Source: an optimization exercise on an open RTL-to-GDS flow (aim: small area, a short achievable clock period and few clock cycles per item). Production flows keep margins and buffers that such runs may drop. In this exercise RTL edits were held to simulation tests only and were not proved equivalent to the original. Power is estimated from default activity; no workload was simulated.

File: design/flow/run.sh
#!/bin/bash
# synth_recipe.tcl (not shown) runs the flow's synth.tcl, then flattens the netlist and writes it again
# the make line also repeats each setting of config.mk as NAME=value (left out here)
make -C /OpenROAD-flow-scripts/flow DESIGN_CONFIG=/design/flow/config.mk WORK_HOME=/design/flow/orfs CLKGATE_MAP_FILE= SYNTH_SCRIPT=/design/flow/synth_recipe.tcl finish
File: design/flow/config.mk
export PLATFORM = sky130hd
export DESIGN_NAME = double_ended_indexed_array
export DESIGN_NICKNAME = double_ended_indexed_array
export VERILOG_FILES = /design/flow/design.v
export SDC_FILE = /design/flow/constraint.sdc
export NUM_CORES = 4
export LEC_CHECK = 0
export CAP_MARGIN = 20
export CORE_MARGIN = 2
export CORE_UTILIZATION = 45
export PLACE_DENSITY = 0.6
export SLEW_MARGIN = 20
File: design/flow/constraint.sdc
create_clock -name core_clock -period 7.0 [get_ports {clk}]
set_input_delay 1.4000 -clock core_clock [delete_from_list [all_inputs] [get_ports {clk}]]
set_output_delay 1.4000 -clock core_clock [all_outputs]
set_load 0.01 [all_outputs]
File: design/flow/design.v
package dea_pkg;
  localparam int DEA_CAPACITY   = 128;
  localparam int DEA_WORD_WIDTH = 32;
  localparam int FUNC_W  = 4;
  localparam int INDEX_W = 8;
  localparam int VALUE_W = 32;
  localparam int DATA_W  = 32;
  localparam int COUNT_W = 9;
  typedef enum logic [FUNC_W-1:0] {
    FN_PUSH_BACK  = 4'd0,
    FN_PUSH_FRONT = 4'd1,
    FN_POP_BACK   = 4'd2,
    FN_POP_FRONT  = 4'd3,
    FN_PEEK_BACK  = 4'd4,
    FN_PEEK_FRONT = 4'd5,
    FN_GET        = 4'd6,
    FN_SET        = 4'd7,
    FN_CLEAR      = 4'd8
  } func_t;
  typedef struct packed {
    logic load;      
    logic exec;      
    logic capture;   
  } cmd_t;
  typedef struct packed {
    logic out_busy;  
  } sts_t;
endpackage
module dea_ctrl (
  input  logic          clk,
  input  logic          rst,
  input  logic          in_valid,
  output logic          in_stall,
  input  dea_pkg::sts_t sts,
  output dea_pkg::cmd_t cmd
);
  typedef enum logic [2:0] {
    ST_IDLE = 3'b001,
    ST_EXEC = 3'b010,
    ST_CAPT = 3'b100
  } state_t;
  state_t state, state_next;
  always_ff @(posedge clk) begin
    if (rst) begin
      state <= ST_IDLE;
    end else begin
      state <= state_next;
    end
  end
  always_comb begin
    state_next  = state;
    cmd         = '0;
    in_stall    = 1'b1;
    unique case (state)
      ST_IDLE: begin
        in_stall = 1'b0;
        if (in_valid) begin
          cmd.load   = 1'b1;
          state_next = ST_EXEC;
        end
      end
      ST_EXEC: begin
        cmd.exec   = 1'b1;
        state_next = ST_CAPT;
      end
      ST_CAPT: begin
        if (!sts.out_busy) begin
          cmd.capture = 1'b1;
          state_next  = ST_IDLE;
        end
      end
      default: begin
        state_next = ST_IDLE;
      end
    endcase
  end
endmodule
module dea_datapath #(
  parameter int CAPACITY   = dea_pkg::DEA_CAPACITY,
  parameter int WORD_WIDTH = dea_pkg::DEA_WORD_WIDTH
) (
  input  logic                         clk,
  input  logic                         rst,
  input  dea_pkg::cmd_t                cmd,
  output dea_pkg::sts_t                sts,
  input  logic [dea_pkg::FUNC_W-1:0]   func,
  input  logic [dea_pkg::INDEX_W-1:0]  index,
  input  logic [dea_pkg::VALUE_W-1:0]  value,
  output logic                         out_valid,
  input  logic                         out_stall,
  output logic [dea_pkg::DATA_W-1:0]   data,
  output logic                         ok,
  output logic [dea_pkg::COUNT_W-1:0]  count,
  output logic                         empty_res
);
  localparam int PW = (CAPACITY > 1) ? $clog2(CAPACITY) : 1;
  localparam int CW = $clog2(CAPACITY + 1);
  logic [dea_pkg::FUNC_W-1:0]  op_func;
  logic [dea_pkg::INDEX_W-1:0] op_index;
  logic [dea_pkg::VALUE_W-1:0] op_value;
  logic [CW-1:0]         fill_count, fill_count_next;
  logic [PW-1:0]         front_ptr, front_ptr_next;
  logic [WORD_WIDTH-1:0] mem [CAPACITY];
  logic [WORD_WIDTH-1:0] rd_word;
  logic                  ok_q;
  logic                  rd_q;
  logic [31:0]           fill_wide;
  logic [31:0]           logical;
  logic [31:0]           place_sum;
  logic [31:0]           place_wrap;
  logic [PW-1:0]         front_dec;
  logic [PW-1:0]         front_inc;
  logic [PW-1:0]         addr;
  logic                  use_front_dec;
  logic                  hit;
  logic                  rd_hit;
  logic                  wr_en;
  logic                  full;
  logic                  is_empty;
  logic [63:0]           value_wide;
  logic [WORD_WIDTH-1:0] wr_word;
  logic [63:0]           rd_wide;
  logic [31:0]           count_wide;
  always_ff @(posedge clk) begin
    if (cmd.load) begin
      op_func  <= func;
      op_index <= index;
      op_value <= value;
    end
  end
  assign fill_wide = 32'(fill_count);
  assign full      = (fill_wide == 32'(CAPACITY));
  assign is_empty  = (fill_count == '0);
  assign front_dec = (front_ptr == '0) ? PW'(CAPACITY - 1) : front_ptr - PW'(1);
  assign front_inc = (32'(front_ptr) + 32'd1 == 32'(CAPACITY)) ? '0 : front_ptr + PW'(1);
  assign place_sum  = 32'(front_ptr) + logical;
  assign place_wrap = (place_sum >= 32'(CAPACITY)) ? place_sum - 32'(CAPACITY) : place_sum;
  assign addr       = use_front_dec ? front_dec : place_wrap[PW-1:0];
  assign value_wide = 64'(op_value);
  assign wr_word    = value_wide[WORD_WIDTH-1:0];
  always_comb begin
    hit             = 1'b0;
    rd_hit          = 1'b0;
    wr_en           = 1'b0;
    use_front_dec   = 1'b0;
    logical         = '0;
    fill_count_next = fill_count;
    front_ptr_next  = front_ptr;
    unique case (op_func)
      dea_pkg::FN_PUSH_BACK: begin
        logical = fill_wide;
        if (!full) begin
          hit             = 1'b1;
          wr_en           = 1'b1;
          fill_count_next = fill_count + CW'(1);
        end
      end
      dea_pkg::FN_PUSH_FRONT: begin
        use_front_dec = 1'b1;
        if (!full) begin
          hit             = 1'b1;
          wr_en           = 1'b1;
          front_ptr_next  = front_dec;
          fill_count_next = fill_count + CW'(1);
        end
      end
      dea_pkg::FN_POP_BACK: begin
        logical = fill_wide - 32'd1;
        if (!is_empty) begin
          hit             = 1'b1;
          rd_hit          = 1'b1;
          fill_count_next = fill_count - CW'(1);
        end
      end
      dea_pkg::FN_POP_FRONT: begin
        if (!is_empty) begin
          hit             = 1'b1;
          rd_hit          = 1'b1;
          front_ptr_next  = front_inc;
          fill_count_next = fill_count - CW'(1);
        end
      end
      dea_pkg::FN_PEEK_BACK: begin
        logical = fill_wide - 32'd1;
        if (!is_empty) begin
          hit    = 1'b1;
          rd_hit = 1'b1;
        end
      end
      dea_pkg::FN_PEEK_FRONT: begin
        if (!is_empty) begin
          hit    = 1'b1;
          rd_hit = 1'b1;
        end
      end
      dea_pkg::FN_GET: begin
        logical = 32'(op_index);
        if (32'(op_index) < fill_wide) begin
          hit    = 1'b1;
          rd_hit = 1'b1;
        end
      end
      dea_pkg::FN_SET: begin
        logical = 32'(op_index);
        if (32'(op_index) < fill_wide) begin
          hit   = 1'b1;
          wr_en = 1'b1;
        end
      end
      dea_pkg::FN_CLEAR: begin
        hit             = 1'b1;
        fill_count_next = '0;
        front_ptr_next  = '0;
      end
      default: begin
        hit = 1'b0;
      end
    endcase
  end
  always_ff @(posedge clk) begin
    if (rst) begin
      fill_count <= '0;
      front_ptr  <= '0;
    end else if (cmd.exec) begin
      fill_count <= fill_count_next;
      front_ptr  <= front_ptr_next;
    end
  end
  always_ff @(posedge clk) begin
    if (cmd.exec) begin
      if (wr_en) begin
        mem[addr] <= wr_word;
      end
      rd_word <= mem[addr];
      ok_q    <= hit;
      rd_q    <= rd_hit;
    end
  end
  assign rd_wide    = 64'(rd_word);
  assign count_wide = 32'(fill_count);
  always_ff @(posedge clk) begin
    if (rst) begin
      out_valid <= 1'b0;
    end else if (cmd.capture) begin
      out_valid <= 1'b1;
    end else if (!out_stall) begin
      out_valid <= 1'b0;
    end
  end
  always_ff @(posedge clk) begin
    if (cmd.capture) begin
      data      <= rd_q ? rd_wide[dea_pkg::DATA_W-1:0] : '0;
      ok        <= ok_q;
      count     <= count_wide[dea_pkg::COUNT_W-1:0];
      empty_res <= is_empty;
    end
  end
  assign sts.out_busy = out_valid && out_stall;
endmodule
module double_ended_indexed_array #(
  parameter int CAPACITY   = dea_pkg::DEA_CAPACITY,
  parameter int WORD_WIDTH = dea_pkg::DEA_WORD_WIDTH
) (
  input  logic                         clk,
  input  logic                         rst,
  input  logic                         in_valid,
  output logic                         in_stall,
  input  logic [dea_pkg::FUNC_W-1:0]   func,
  input  logic [dea_pkg::INDEX_W-1:0]  index,
  input  logic [dea_pkg::VALUE_W-1:0]  value,
  output logic                         out_valid,
  input  logic                         out_stall,
  output logic [dea_pkg::DATA_W-1:0]   data,
  output logic                         ok,
  output logic [dea_pkg::COUNT_W-1:0]  count,
  output logic                         empty_res
);
  dea_pkg::cmd_t cmd;
  dea_pkg::sts_t sts;
  dea_ctrl u_ctrl (
    .clk      (clk),
    .rst      (rst),
    .in_valid (in_valid),
    .in_stall (in_stall),
    .sts      (sts),
    .cmd      (cmd)
  );
  dea_datapath #(
    .CAPACITY   (CAPACITY),
    .WORD_WIDTH (WORD_WIDTH)
  ) u_datapath (
    .clk       (clk),
    .rst       (rst),
    .cmd       (cmd),
    .sts       (sts),
    .func      (func),
    .index     (index),
    .value     (value),
    .out_valid (out_valid),
    .out_stall (out_stall),
    .data      (data),
    .ok        (ok),
    .count     (count),
    .empty_res (empty_res)
  );
endmodule
==> metrics.md <==
| Metric | Value |
|---|---|
| DRT Pass-1 Iters | 7 |
| Synth Area in Simple Gates | under 10% |
| Unrepaired setup endpoints after global routing | no |
| Worst Skew | ~0.081 ns |
| Pins Over Slew Limit | 0 |
| # rows | 221 |
| Number of remaining DRC errors | 0 |
| Overall routed net length | ~470,000 microns |
| Status | finished clean |
| Ys Warns | 2 |
| Yosys reg bits | 4,235 |
| Gate power share | roughly a tenth |
| Cell Int Power | roughly 43 mW |
| Top area cells in the synthesized netlist | edfxtp_1, mux4_2, nand2_1, nand3_1, nor3_1 |
| Largest net degree at the start of global routing | 199 |
| Slowest cell on crit path | nor4_1 |
| Vias in the first global route | 84,600 |
| CTS Buf Count | between 400 and 500 |
| Area growth, synth to finish | 14.8% |
| Type of origin of the critical path | flip-flop |
| Fin. Hold Viols | 0 |
| Io pins | 93 |
| Hold Crit Depth | 0 |
| P per Cell Area | 303 nW/um^2 |
| Detail Route Antenna Nets | 0 |
| CP Max Fanout | 54 |
| Register share of total power | roughly half |
| Switching Share | between 20 and 25% |
| Flop-to-flop setup slack | 0.17 ns |
| Synthesized instance count | 8,870 |
| GR Overflow Total | 0 |
| Main flop type after synthesis | edfxtp_1 |
| Fin crit period | 6.83 ns |
| P_leak | around 60 nW |
| Leading area contributor after synthesis | edfxtp_1 |
| Share of the synthesized area in the top cell type | 77.5% |
| Die Footprint | 368,000 sq um |
| Setup TNS after final layout | 0 ns |
| CTS Buffer Depth | 4 |
| CTS tree | built |
| Root Driver | clkbuf_16 |
| Fillers | 28,400 |
| Nets@finish | 9,401 |
| CTS Sinks | ~4,200 |
| Total number of vias | 89,200 |
| Max Cap Violations | 0 |
| Design area | 188,000 sq um |
| NetSw | 13.6 mW |
| Fmax | around 150 MHz |
| DP Area | 173,000 sq um |
| Fin crit share | 97.6% |
| Worst Max-Slew Pin Slew | 1.40 ns |
| Max incr delay on CP | 1.02 ns |
| Die X-Extent | 607 microns |
| WL/cell | 32.4 microns |
| Synth Area in Adders | less than 1% |
| Clock latency (worst-skew pair) | 1.01 ns |
| Async S/R FF share, synth | 0% |
| WP data required | 7.88 ns |
| Largest family of logic cells by synthesized area | multiplexers |
| Crit end category | flip-flop |
| Layout cells sized above 1 | 21.4% |
| Syn Area/Cell | 18.4 sq um |
| First-pass GRT wire length | 655,000 microns |
| HPWL after detailed placement | 274,000 microns |
| Htree depth | 5 |
| Critical path type | reg2reg |
| 1st-iter DRT viols | 14,000 |
| Initial antenna violation count | 58 |
| Die Ht | 607 microns |
| VDD IR max | ~0.00022 V |
| Crit path DAT | 7.72 ns |
| Post-synthesis mux area share | a little over a tenth |
| Post-synth EDFFs | about 4,200 |
| Worst path cell trace | xnor2_1 -> or3_1 -> o311ai_0 -> ha_1 -> xnor2_1 -> o22a_4 -> buf_12 -> buf_12 -> mux4_2 -> nor3_1 -> nor4_1 -> nand2_1 -> o22ai_1 -> or4_1 |
| CTS-repair resized insts | 0 |
| Synth top cells by count | edfxtp_1, nand2_1, mux4_2 |
| GRT Util Overall | between 20 and 30% |
| Relative max-transition margin | 6.33% |
| Gpl congestion | between 0.9 and 1 |
| Seq/Total Area, Yosys | 77.7% |
| Mapped Area | 163,000 sq um |
| Syn Nets | between 8,000 and 9,000 |
| Most common cell in the netlist | edfxtp_1 |
| Via-to-Cell Ratio | around 6 |
| # port buffers | 91 |
| CORE AREA | roughly 360,000 sq um |
| Synth Area in Compound Gates | 3.48% |
| Netlist cell types | 64 |
| HP Class | reg2reg |
| Initial Utilization | roughly 45% |
| Clock Pin Slew Worst Setup and Hold Paths | 0.07 ns |
| Final setup viols | 0 |
| Post-Synth XOR/XNOR Area | less than 1% |
| Clock power share | 40.2% |
| Worst reg-to-reg path cell count | 14 |
## metal layers
| layer | GRT usage, % | up-vias | wire length (microns) |
|---|---|---|---|
| met4 | 9.76 | 8 | 20200 |
| met3 | 5.03 | 761 | 48100 |
| li1 | - | 36600 | - |
| met5 | 0 | - | 55 |
| met1 | 35.9 | 46900 | 184000 |
| met2 | 38.5 | 4858 | 218000 |
## what timing repair did
action	CTS	global route
endpoints found under the setup margin	0	1
hold buffers	0	0
buffers inserted	0	3
## final cells by class
cell class                      instances  area, sq um  area share, %
Timing Repair Buffer                  593         5490           2.93
Multi-Input combinational cell       4048        34900           18.6
Sequential cell                      4235       127000           67.7
Inverter                               27          104         0.0554
Clock inverter                        276         2950           1.57
Clock buffer                          510        11000           5.89
Tap cell                             4794         6000           3.20
Antenna cell                           53          133         0.0707
## power by group through the flow
stage               Clock [mW]  Combinational, mW  Sequential, mW
floorplan                    0               2.95            28.8
global placement             0               5.73            28.6
detailed placement           0               5.80            28.6
CTS                       23.1               5.81            28.1
global route              24.1               6.10            28.1
finish                    22.9               5.86            28.1
## cell usage in the layout (no fill, tap or decap), types with 96 or more instances in the layout
cell and count:
buf_4 437, nor3_1 275, a22o_1 96, mux4_2 768, nor2_1 163, edfxtp_1 4216
nand2_1 1115, clkinv_1 96, a22oi_1 131, nor3_2 113, o21ai_0 149, a21oi_1 307
nand3_1 464, clkbuf_16 428, o22ai_1 99
## worst paths after layout
| path | endpoint | startpoint |
|---|---|---|
| hold / removal | u_datapath.ok | u_datapath.ok_q |
| setup reg to reg | u_datapath.rd_word[11] | u_datapath.op_func[1] |
| hold reg to reg | u_datapath.ok | u_datapath.ok_q |
| setup / recovery | u_datapath.rd_word[11] | u_datapath.op_func[1] |
## per-stage QoR
stage	std cells	util (%)	setup WS, ns	hold slack, ns	power, mW
after floorplan	8870	-	0.178	0.400	31.8
after global placement	13700	47.9	0.0638	0.488	34.3
after detailed placement	13700	47.9	0.318	0.506	34.4
after CTS	14500	51.8	0.279	0.523	57.0
after global routing	14500	51.8	0.154	0.516	58.3
final	14500	51.8	0.167	0.531	56.8
## critical path: cells and delay by family, from the launching register on
kind / cells / cell delay (ns)
AO/OA/AOI/OAI: 3 / 1.88
XOR/XNOR: 2 / 0.59
adder cells (fa/ha/maj): 1 / 0.37
AND/OR/NAND/NOR: 5 / 2.15
buffers and inverters: 2 / 0.65
multiplexers: 1 / 0.40
flip-flops: 1 / 0.57
## state kept, by name, indices dropped and copies added (netlist names)
name,count
u_datapath.op_index,8
u_datapath.ok,1
u_datapath.fill_count,8
u_datapath.op_func,4
u_datapath.rd_q,1
u_datapath.out_valid,1
u_datapath.empty_res,1
u_datapath.count,8
u_datapath.op_value,32
u_datapath.ok_q,1
u_datapath.rd_word,32
u_datapath.data,32
u_ctrl.state,3
u_datapath.front_ptr,7
u_datapath.mem,4096
## kinds of logic (layout without fill, tap and decap cells)
family | Yosys count | in the layout
compound gates | 905 | 905
simple gates | 2332 | 2332
buf+inv | 587 | 1406
mux | 773 | 773
fa+ha+maj | 25 | 25
flops | 4235 | 4235
xor+xnor | 12 | 12
other cells | 1 | 54
Testbench counts, summed over its fixed seeds: cycles 72,008, ops 24,000.

==> re-timing with driven ports <==
In the flow no input, the clock included, has a driving cell. The finished layout below was timed again as built, in two steps.
Step 1 sets driving cells, clkbuf_16 on the clock port and buf_2 on the other inputs (assumed; they add their load-dependent delay and slew).
Step 2 times the ports against the registers' clock, not the clock port: input delays grow and output delays shrink by t, the midpoint of the rising clock arrivals with the driver on.
a / b / c = no drivers / after step 1 / after step 2; a / b = the first two.
t, ns: 1.086
slack for setup (ns): 0.167 / 0.167 / 0.167
slew at the worst register clock pin (ns): 0.07 / 0.07
After both steps setup and hold are still met in this run. For this run, drivers alone change the setup slack by 0.000 ns; drivers and shift together by 0.000 ns.
